From an optimization exercise on the open Yosys and OpenROAD flow, aimed at small area and a short achievable clock period; shortcuts taken in it are not production practice.
RTL that was checked went through simulation tests only; none was proved equivalent to the original.
The flow treats the clock pin as an ideal source. Dropping or thinning the clock tree relies on that and would not hold on a real chip.
Power figures rest on the tool's default switching activity, not on a simulated workload.

old:
==> flow/design.v (excerpt) <==
module mem_link_responder #(
  parameter int DEPTH = 16
) (
  input  logic              clk_i,
  input  logic              reset_n_i,
  input  logic [LINK_W-1:0] mem_fwd_link_i,
  output logic [LINK_W-1:0] mem_fwd_link_o,
  output logic [LINK_W-1:0] mem_rev_link_o
);
  localparam int AW = (DEPTH > 1) ? $clog2(DEPTH) : 1;
  logic st_idle_q, st_rx_q, st_drain_q, st_txh_q, st_txd_q;
  logic st_idle_d, st_rx_d, st_drain_d, st_txh_d, st_txd_d;
  logic rdy_en_q;
  logic is_rd_q, is_wr_q;
  logic [3:0]    len_q;
  logic [7:0]    id_q;
  logic [3:0]    rem_q;
  logic          rz_q, r1_q;
  logic [DEPTH-1:0] pos_q, pos_d;
  logic [AW-1:0]    base_q, base_d;
  logic [3:0]       blo_oh_q, bhi_oh_q;
  logic [3:1]       bge_q;
  logic [DEPTH-1:0] hdr_pos_s;
  logic              fwd_rdy_q;
  logic              rev_v_q, rev_last_q;
  logic [DATA_W-1:0] rev_data_q;
  logic              fwd_v_s, fwd_last_s, rev_ready_s;
  logic [DATA_W-1:0] fwd_data_s, rdata_s;
  mem_link_pkg::mem_hdr_t hdr_s;
  logic              unused_s;
  logic hdr_take_s, in_rd_s, in_wr_s, in_oth_s;
  logic rx_take_s, rem_zero_s, we_s;
  logic drain_done_s, rx_done_s;
  logic rev_take_s, ld_mem_s, hold_s;
  logic ld_hdr_in_s, ld_hdr_st_s;
  assign fwd_v_s     = mem_fwd_link_i[V_BIT];
  assign fwd_last_s  = mem_fwd_link_i[LAST_BIT];
  assign rev_ready_s = mem_fwd_link_i[READY_BIT];
  assign fwd_data_s  = mem_fwd_link_i[DATA_W-1:0];
  assign hdr_s       = mem_link_pkg::mem_hdr_t'(fwd_data_s);
  assign unused_s    = ^{mem_fwd_link_i[RSVD_BIT], hdr_s.rsvd, hdr_s.addr[11:AW]};
  assign in_rd_s     = (hdr_s.opcode == OP_READ);
  assign in_wr_s     = (hdr_s.opcode == OP_WRITE);
  assign in_oth_s    = ~in_rd_s & ~in_wr_s;
  assign rem_zero_s  = rz_q;
  assign hdr_take_s   = st_idle_q & rdy_en_q & fwd_v_s;
  assign rx_take_s    = st_rx_q & fwd_v_s;
  assign we_s         = rx_take_s;
  ...
Settings: LEC_CHECK=0, ABC_CLOCK_PERIOD_IN_PS=2000, CAP_MARGIN=20, CORE_MARGIN=2, CORE_UTILIZATION=40, SETUP_SLACK_MARGIN=3.3, SLEW_MARGIN=20, BUFFER_PORTS_ARGS=-buffer_cell sky130_fd_sc_hd__buf_2, CTS_ARGS=-sink_clustering_enable -repair_clock_nets -sink_clustering_size 30 -sink_clustering_max_diameter 100 -dont_use_dummy_load, PRE_CTS_TCL=/design/flow/flow/noroot_cts.tcl; clock period 5.2 ns.
standard.sh (not shown) runs the stock make flow with config.mk's settings and CLKGATE_MAP_FILE= SYNTH_SCRIPT=/design/flow/synth_recipe.tcl, a recipe that flattens the netlist after the stock synthesis.
==> flow/flow/run.sh <==
#!/bin/bash
# Own flow: the standard layout (standard.sh, standard synthesis) with
# these changes to how the layout is made:
#  - the ports are buffered with buf_2 cells (the default picks a slow delay
#    cell for them);
#  - CTS clusters up to 30 sinks per leaf buffer and inserts no dummy loads;
set -euo pipefail
cat >> config.mk <<EOC
export BUFFER_PORTS_ARGS = -buffer_cell sky130_fd_sc_hd__buf_2
export CTS_ARGS = -sink_clustering_enable -repair_clock_nets -sink_clustering_size 30 -sink_clustering_max_diameter 100 -dont_use_dummy_load
export PRE_CTS_TCL = $PWD/flow/noroot_cts.tcl
EOC
bash standard.sh > flow_make.log 2>&1
==> flow/flow/noroot_cts.tcl <==
rename clock_tree_synthesis my_tritoncts

proc my_is_clkbuf {inst} {
  return [string match "sky130_fd_sc_hd__clkbuf_*" [[$inst getMaster] getName]]
}

proc my_out_net {inst} {
  foreach it [$inst getITerms] {
    if {[$it isOutputSignal]} { return [$it getNet] }
  }
  return "NULL"
}

proc my_loads {net} {
  set loads {}
  foreach it [$net getITerms] {
    if {[$it isInputSignal]} { lappend loads $it }
  }
  return $loads
}

proc my_drop_root_buffer {} {
  set block [ord::get_db_block]
  set clk [$block findNet clk_i]
  set loads [my_loads $clk]
  if {[llength $loads] != 1} { return }
  set root [[lindex $loads 0] getInst]
  if {![my_is_clkbuf $root]} { return }
  set rnet [my_out_net $root]
  set sub [my_loads $rnet]
  if {[llength $sub] > 4} { return }
  foreach s $sub {
    if {![my_is_clkbuf [$s getInst]]} { return }
  }
  foreach s $sub {
    $s disconnect
    $s connect $clk
  }
  foreach o [$root getITerms] { $o disconnect }
  odb::dbInst_destroy $root
  odb::dbNet_destroy $rnet
  puts "my_drop_root_buffer: clk_i now drives [llength $sub] clock buffers"
}

proc clock_tree_synthesis {args} {
  my_tritoncts {*}$args
  my_drop_root_buffer
}
Setup changes, old to new
--- a/flow/design.v
+++ b/flow/design.v
@@ -28,81 +28,68 @@
 import mem_link_pkg::*;
 module mem_link_word_ram #(
   parameter int DEPTH = 16
 ) (
   input  logic              clk_i,
   input  logic              clr_i,
-  input  logic              we_i,
+  input  logic              v_i,
+  input  logic              rx_i,
+  input  logic              rx_nxt_i,
   input  logic [DEPTH-1:0]  pos_i,
   input  logic [DEPTH-1:0]  pos_nxt_i,
   input  logic [DATA_W-1:0] wdata_i,
   output logic [DATA_W-1:0] rdata_o
 );
   localparam int HALF = DEPTH / 2;
-  localparam logic [DEPTH-1:0] POL = {(DEPTH/4){4'b0110}};
   logic [DATA_W-1:0] ring_q [DEPTH];
   logic [DEPTH-1:0]  vld_q, vld_d, vld_x;
   logic [DEPTH-1:0]  rsel_q;
-  logic [DEPTH-1:0]  rseln_q;
-  logic [DATA_W-1:0] wbuf1_q, wbuf2_q;
-  logic [HALF-1:0]   sel2a_q, ins_q, insn_q, ins_d;
+  logic [DATA_W-1:0] wbuf1_q;
+  logic [HALF-1:0]   cand_q, sel1_q, ins_s, sel1_d;
   logic              use1_q;
+  logic              we_s;
   logic [DATA_W-1:0] ins_data_s;
-  logic              odd_s;
+  assign we_s = v_i & rx_i;
   always_comb begin
-    odd_s = 1'b0;
     for (int k = 0; k < HALF; k++) begin
-      ins_d[k] = ~clr_i & ((we_i & pos_i[2*k+1]) | sel2a_q[k]);
-      odd_s    = odd_s | pos_i[2*k+1];
+      ins_s[k]  = (v_i & cand_q[k]) | sel1_q[k];
+      sel1_d[k] = ~clr_i & we_s & pos_i[2*k+1];
     end
   end
-  assign ins_data_s = use1_q ? wbuf1_q : wbuf2_q;
+  assign ins_data_s = use1_q ? wbuf1_q : wdata_i;
   always_ff @(posedge clk_i) begin
     for (int k = 0; k < HALF; k++) begin
-      ring_q[2*k]   <= ~((ring_q[2*k+1] | {DATA_W{ins_q[k]}}) &
-                         ((ins_data_s ^ {DATA_W{~POL[2*k]}}) | {DATA_W{insn_q[k]}}));
+      ring_q[2*k]   <= ins_s[k] ? ins_data_s : ring_q[2*k+1];
       ring_q[2*k+1] <= ring_q[(2*k+2) % DEPTH];
     end
     wbuf1_q <= wdata_i;
-    wbuf2_q <= wbuf1_q;
   end
   always_comb begin
     for (int k = 0; k < HALF; k++) begin
-      vld_x[2*k]   = ins_q[k] | vld_q[2*k+1];
+      vld_x[2*k]   = ins_s[k] | vld_q[2*k+1];
       vld_x[2*k+1] = vld_q[(2*k+2) % DEPTH];
     end
   end
   assign vld_d = vld_x & {DEPTH{~clr_i}};
   always_ff @(posedge clk_i) begin
     vld_q <= vld_d;
     for (int p = 0; p < DEPTH; p++) begin
       rsel_q[p]  <= pos_nxt_i[(p+DEPTH-1) % DEPTH] & vld_x[p];
-      rseln_q[p] <= ~(pos_nxt_i[(p+DEPTH-1) % DEPTH] & vld_x[p]);
     end
   end
   always_ff @(posedge clk_i) begin
-    ins_q  <= ins_d;
-    insn_q <= ~ins_d;
-    if (clr_i) begin
-      sel2a_q <= '0;
-      use1_q  <= 1'b0;
-    end else begin
-      for (int k = 0; k < HALF; k++) begin
-        sel2a_q[k] <= we_i & pos_i[(2*k+2) % DEPTH];
-      end
-      use1_q <= we_i & odd_s;
+    sel1_q  <= sel1_d;
+    use1_q  <= |sel1_d;
+    for (int k = 0; k < HALF; k++) begin
+      cand_q[k]  <= rx_nxt_i & pos_nxt_i[2*k];
     end
   end
   always_comb begin
     rdata_o = '0;
     for (int p = 0; p < DEPTH; p++) begin
-      if (POL[p]) begin
-        rdata_o = rdata_o | ~({DATA_W{rseln_q[p]}} | ring_q[p]);
-      end else begin
-        rdata_o = rdata_o | ({DATA_W{rsel_q[p]}} & ring_q[p]);
-      end
+      rdata_o = rdata_o | ({DATA_W{rsel_q[p]}} & ring_q[p]);
     end
   end
 endmodule
 import mem_link_pkg::*;
 module mem_link_responder #(
   parameter int DEPTH = 16
@@ -132,13 +119,13 @@
   logic [DATA_W-1:0] rev_data_q;
   logic              fwd_v_s, fwd_last_s, rev_ready_s;
   logic [DATA_W-1:0] fwd_data_s, rdata_s;
   mem_link_pkg::mem_hdr_t hdr_s;
   logic              unused_s;
   logic hdr_take_s, in_rd_s, in_wr_s, in_oth_s;
-  logic rx_take_s, rem_zero_s, we_s;
+  logic rx_take_s, rem_zero_s;
   logic drain_done_s, rx_done_s;
   logic rev_take_s, ld_mem_s, hold_s;
   logic ld_hdr_in_s, ld_hdr_st_s;
   assign fwd_v_s     = mem_fwd_link_i[V_BIT];
   assign fwd_last_s  = mem_fwd_link_i[LAST_BIT];
   assign rev_ready_s = mem_fwd_link_i[READY_BIT];
@@ -148,22 +135,23 @@
   assign in_rd_s     = (hdr_s.opcode == OP_READ);
   assign in_wr_s     = (hdr_s.opcode == OP_WRITE);
   assign in_oth_s    = ~in_rd_s & ~in_wr_s;
   assign rem_zero_s  = rz_q;
   assign hdr_take_s   = st_idle_q & rdy_en_q & fwd_v_s;
   assign rx_take_s    = st_rx_q & fwd_v_s;
-  assign we_s         = rx_take_s;
   assign rx_done_s    = rx_take_s & rem_zero_s;
   assign drain_done_s = st_drain_q & fwd_v_s & fwd_last_s;
   assign rev_take_s   = (st_txh_q | st_txd_q) & rev_ready_s;
   mem_link_word_ram #(
     .DEPTH (DEPTH)
   ) u_ram (
     .clk_i   (clk_i),
     .clr_i   (~reset_n_i),
-    .we_i    (we_s),
+    .v_i     (fwd_v_s),
+    .rx_i    (st_rx_q),
+    .rx_nxt_i (st_rx_d & reset_n_i),
     .pos_i   (pos_q),
     .pos_nxt_i (pos_d),
     .wdata_i (fwd_data_s),
     .rdata_o (rdata_s)
   );
   always_comb begin
- The lower synthesized cell count of old and new is in old.
- Comparing new with old, the clock-cell share of area came out essentially unchanged.
- Relative to old, total routed wire length on the met1 layer has decreased by about 2.2% in new.
- old fits on a die that is larger than the die of new.
- Share of the final layout cell area in multi-input gates sits higher in new than in old.
- new ended up with mux2_4 as its cell with the largest stage delay on the worst path; old ended up with dfxtp_4.
- Relative to old, growth of design area from synthesis to finish increased by 1.2 points in new.
- new vs old, worst max-slew margin expressed relative to the limit went up by 3.0 points.
- Per the final summary, new finished and its layout is clean on timing, DRC and antenna.
Only the layout flow was run in new; the RTL was not checked for function there.


## lane 1
mem_link_responder with an RTL version that a note above also has.
Size: roughly 3700 cells after synthesis, roughly 1300 flip-flops, roughly 0.040 mm² of cells after synthesis.
clock: 5.2 ns
lec_check: 0
abc_clock_period_in_ps: 2000
cap_margin: 20
core_margin: 2
core_utilization: 40
setup_slack_margin: 3.3
slew_margin: 20
tns_end_percent: 30
buffer_ports_args: -buffer_cell sky130_fd_sc_hd__buf_2
cts_args: -sink_clustering_enable -repair_clock_nets -sink_clustering_size 30 -sink_clustering_max_diameter 100 -dont_use_dummy_load
pre_cts_tcl: /design/flow/flow/noroot_cts.tcl
Scripts as last shown in full above: flow/flow/run.sh, flow/flow/noroot_cts.tcl
> inputs changed (lane 1 -> lane 2)
diff --git a/flow/design.v b/flow/design.v
--- a/flow/design.v
+++ b/flow/design.v
@@ -37,33 +37,33 @@
   input  logic [DEPTH-1:0]  pos_i,
   input  logic [DEPTH-1:0]  pos_nxt_i,
   input  logic [DATA_W-1:0] wdata_i,
   output logic [DATA_W-1:0] rdata_o
 );
   localparam int HALF = DEPTH / 2;
   logic [DATA_W-1:0] ring_q [DEPTH];
   logic [DEPTH-1:0]  vld_q, vld_d, vld_x;
   logic [DEPTH-1:0]  rsel_q;
   logic [DATA_W-1:0] wbuf1_q;
   logic [HALF-1:0]   cand_q, sel1_q, ins_s, sel1_d;
-  logic              use1_q;
+  logic              use1_q, use1n_q;
   logic              we_s;
   logic [DATA_W-1:0] ins_data_s;
   assign we_s = v_i & rx_i;
   always_comb begin
     for (int k = 0; k < HALF; k++) begin
       ins_s[k]  = (v_i & cand_q[k]) | sel1_q[k];
       sel1_d[k] = ~clr_i & we_s & pos_i[2*k+1];
     end
   end
-  assign ins_data_s = use1_q ? wbuf1_q : wdata_i;
+  assign ins_data_s = ({DATA_W{use1_q}} & wbuf1_q) | ({DATA_W{use1n_q}} & wdata_i);
   always_ff @(posedge clk_i) begin
     for (int k = 0; k < HALF; k++) begin
       ring_q[2*k]   <= ins_s[k] ? ins_data_s : ring_q[2*k+1];
       ring_q[2*k+1] <= ring_q[(2*k+2) % DEPTH];
     end
     wbuf1_q <= wdata_i;
   end
   always_comb begin
     for (int k = 0; k < HALF; k++) begin
       vld_x[2*k]   = ins_s[k] | vld_q[2*k+1];
       vld_x[2*k+1] = vld_q[(2*k+2) % DEPTH];
@@ -71,22 +71,23 @@
   end
   assign vld_d = vld_x & {DEPTH{~clr_i}};
   always_ff @(posedge clk_i) begin
     vld_q <= vld_d;
     for (int p = 0; p < DEPTH; p++) begin
       rsel_q[p]  <= pos_nxt_i[(p+DEPTH-1) % DEPTH] & vld_x[p];
     end
   end
   always_ff @(posedge clk_i) begin
     sel1_q  <= sel1_d;
     use1_q  <= |sel1_d;
+    use1n_q <= ~(|sel1_d);
     for (int k = 0; k < HALF; k++) begin
       cand_q[k]  <= rx_nxt_i & pos_nxt_i[2*k];
     end
   end
   always_comb begin
     rdata_o = '0;
     for (int p = 0; p < DEPTH; p++) begin
       rdata_o = rdata_o | ({DATA_W{rsel_q[p]}} & ring_q[p]);
     end
   end
 endmodule
@@ -263,38 +264,42 @@
       rz_q  <= (hdr_s.len == 4'd0);
       r1_q  <= (hdr_s.len == 4'd1);
     end else if (rx_take_s || (ld_mem_s && st_txd_q)) begin
       rem_q <= rem_q - 4'd1;
       rz_q  <= r1_q;
       r1_q  <= (rem_q == 4'd2);
     end
   end
   logic [DATA_W-1:0] hdr_in_s, hdr_st_s;
   assign hdr_in_s = {36'd0, hdr_s.id, hdr_s.len, 12'd0, in_rd_s ? 4'h0 : 4'hF};
   assign hdr_st_s = {36'd0, id_q, len_q, 12'd0, is_wr_q ? 4'h1 : 4'hF};
+  logic hold_r, ld_mem_r, ld_hdr_in_r, ld_hdr_st_r;
+  assign hold_r      = hold_s & reset_n_i;
+  assign ld_mem_r    = ld_mem_s & reset_n_i;
+  assign ld_hdr_in_r = ld_hdr_in_s & reset_n_i;
+  assign ld_hdr_st_r = ld_hdr_st_s & reset_n_i;
   always_ff @(posedge clk_i) begin
     if (!reset_n_i) begin
       fwd_rdy_q  <= 1'b0;
       rev_v_q    <= 1'b0;
-      rev_last_q <= 1'b0;
-      rev_data_q <= '0;
     end else begin
       fwd_rdy_q  <= st_idle_d | st_rx_d | st_drain_d;
       rev_v_q    <= st_txh_d | st_txd_d;
-      if (!hold_s) begin
-        rev_last_q <= (ld_hdr_in_s & ~in_rd_s) | ld_hdr_st_s |
-                      (ld_mem_s & (st_txh_q ? rz_q : r1_q));
-        rev_data_q <= ({DATA_W{ld_mem_s}} & rdata_s) |
-                      ({DATA_W{ld_hdr_in_s}} & hdr_in_s) |
-                      ({DATA_W{ld_hdr_st_s}} & hdr_st_s);
-      end
     end
   end
+  always_ff @(posedge clk_i) begin
+    rev_last_q <= (hold_r & rev_last_q) | (ld_hdr_in_r & ~in_rd_s) | ld_hdr_st_r |
+                  (ld_mem_r & (st_txh_q ? rz_q : r1_q));
+    rev_data_q <= ({DATA_W{hold_r}} & rev_data_q) |
+                  ({DATA_W{ld_mem_r}} & rdata_s) |
+                  ({DATA_W{ld_hdr_in_r}} & hdr_in_s) |
+                  ({DATA_W{ld_hdr_st_r}} & hdr_st_s);
+  end
   always_comb begin
     mem_fwd_link_o            = '0;
     mem_fwd_link_o[READY_BIT] = fwd_rdy_q;
     mem_rev_link_o            = '0;
     mem_rev_link_o[DATA_W-1:0] = rev_data_q;
     mem_rev_link_o[V_BIT]      = rev_v_q;
     mem_rev_link_o[LAST_BIT]   = rev_last_q;
   end
 endmodule
Source-to-sink clock delay at the later pin of the worst-skew pair: lane 1 vs lane 2 — no meaningful difference
Lane 2 completed end to end with timing, DRC and antenna clean.
In the tables for lane 2 and lane 1, depth of the most critical reg-to-reg path reads higher with lane 1.
Lane 2 vs lane 1 — worst hold slack rose 8.0 ps.
Comparing lane 2 and lane 1, the higher design area is on lane 1.
Cell count: lane 2 lower than lane 1
Max switching portion of total power across lane 2 and lane 1: lane 1
Looking only at combinational power, and setting everything else aside, the lower value of lane 2 and lane 1 goes to lane 2.
Comparing lane 2 with lane 1, the post-route clock period utilization came out essentially unchanged.
Sort lane 2 and lane 1 by static leakage, ascending, and lane 1 comes first.
No run of this note included a check of the RTL's function; only the layout flow was run.

-- afterwards: timing with drivers on the ports --
The flow's constraints put no driver on any port. The routed layouts listed below were extracted and timed again, unchanged, in two steps. Step 1 (the two cells are an assumption about what drives the block):
set clk [get_ports {clk_i}]
set_driving_cell -lib_cell sky130_fd_sc_hd__clkbuf_16 $clk
set_driving_cell -lib_cell sky130_fd_sc_hd__buf_2 [delete_from_list [all_inputs] $clk]
Step 2, shift: input delay + t, output delay - t, t = (earliest + latest rising clock arrival at the registers) / 2. This alone moves slack from input paths to output paths. Slacks: no drivers / after step 1 / after step 2; pairs: no drivers / after step 1.
run	t (ns)	slack for setup (ns)	worst setup path at the end	latest minus earliest clock arrival (ns)	worst data-port slew with drivers (ns)
old	0.582	3.130 / 2.989 / 2.730	input to register	0.060 / 0.060	0.11
new	0.568	3.152 / 3.047 / 2.664	input to register	0.039 / 0.039	0.21
lane 1	0.575	3.151 / 3.055 / 2.629	input to register	0.036 / 0.036	0.10
lane 2	0.565	3.144 / 3.018 / 2.638	input to register	0.068 / 0.068	0.09
After both steps every run listed still meets setup and hold. The setup slack of lane 1, which loses most, moves by -0.096 ns with the drivers and by -0.522 ns with both steps.
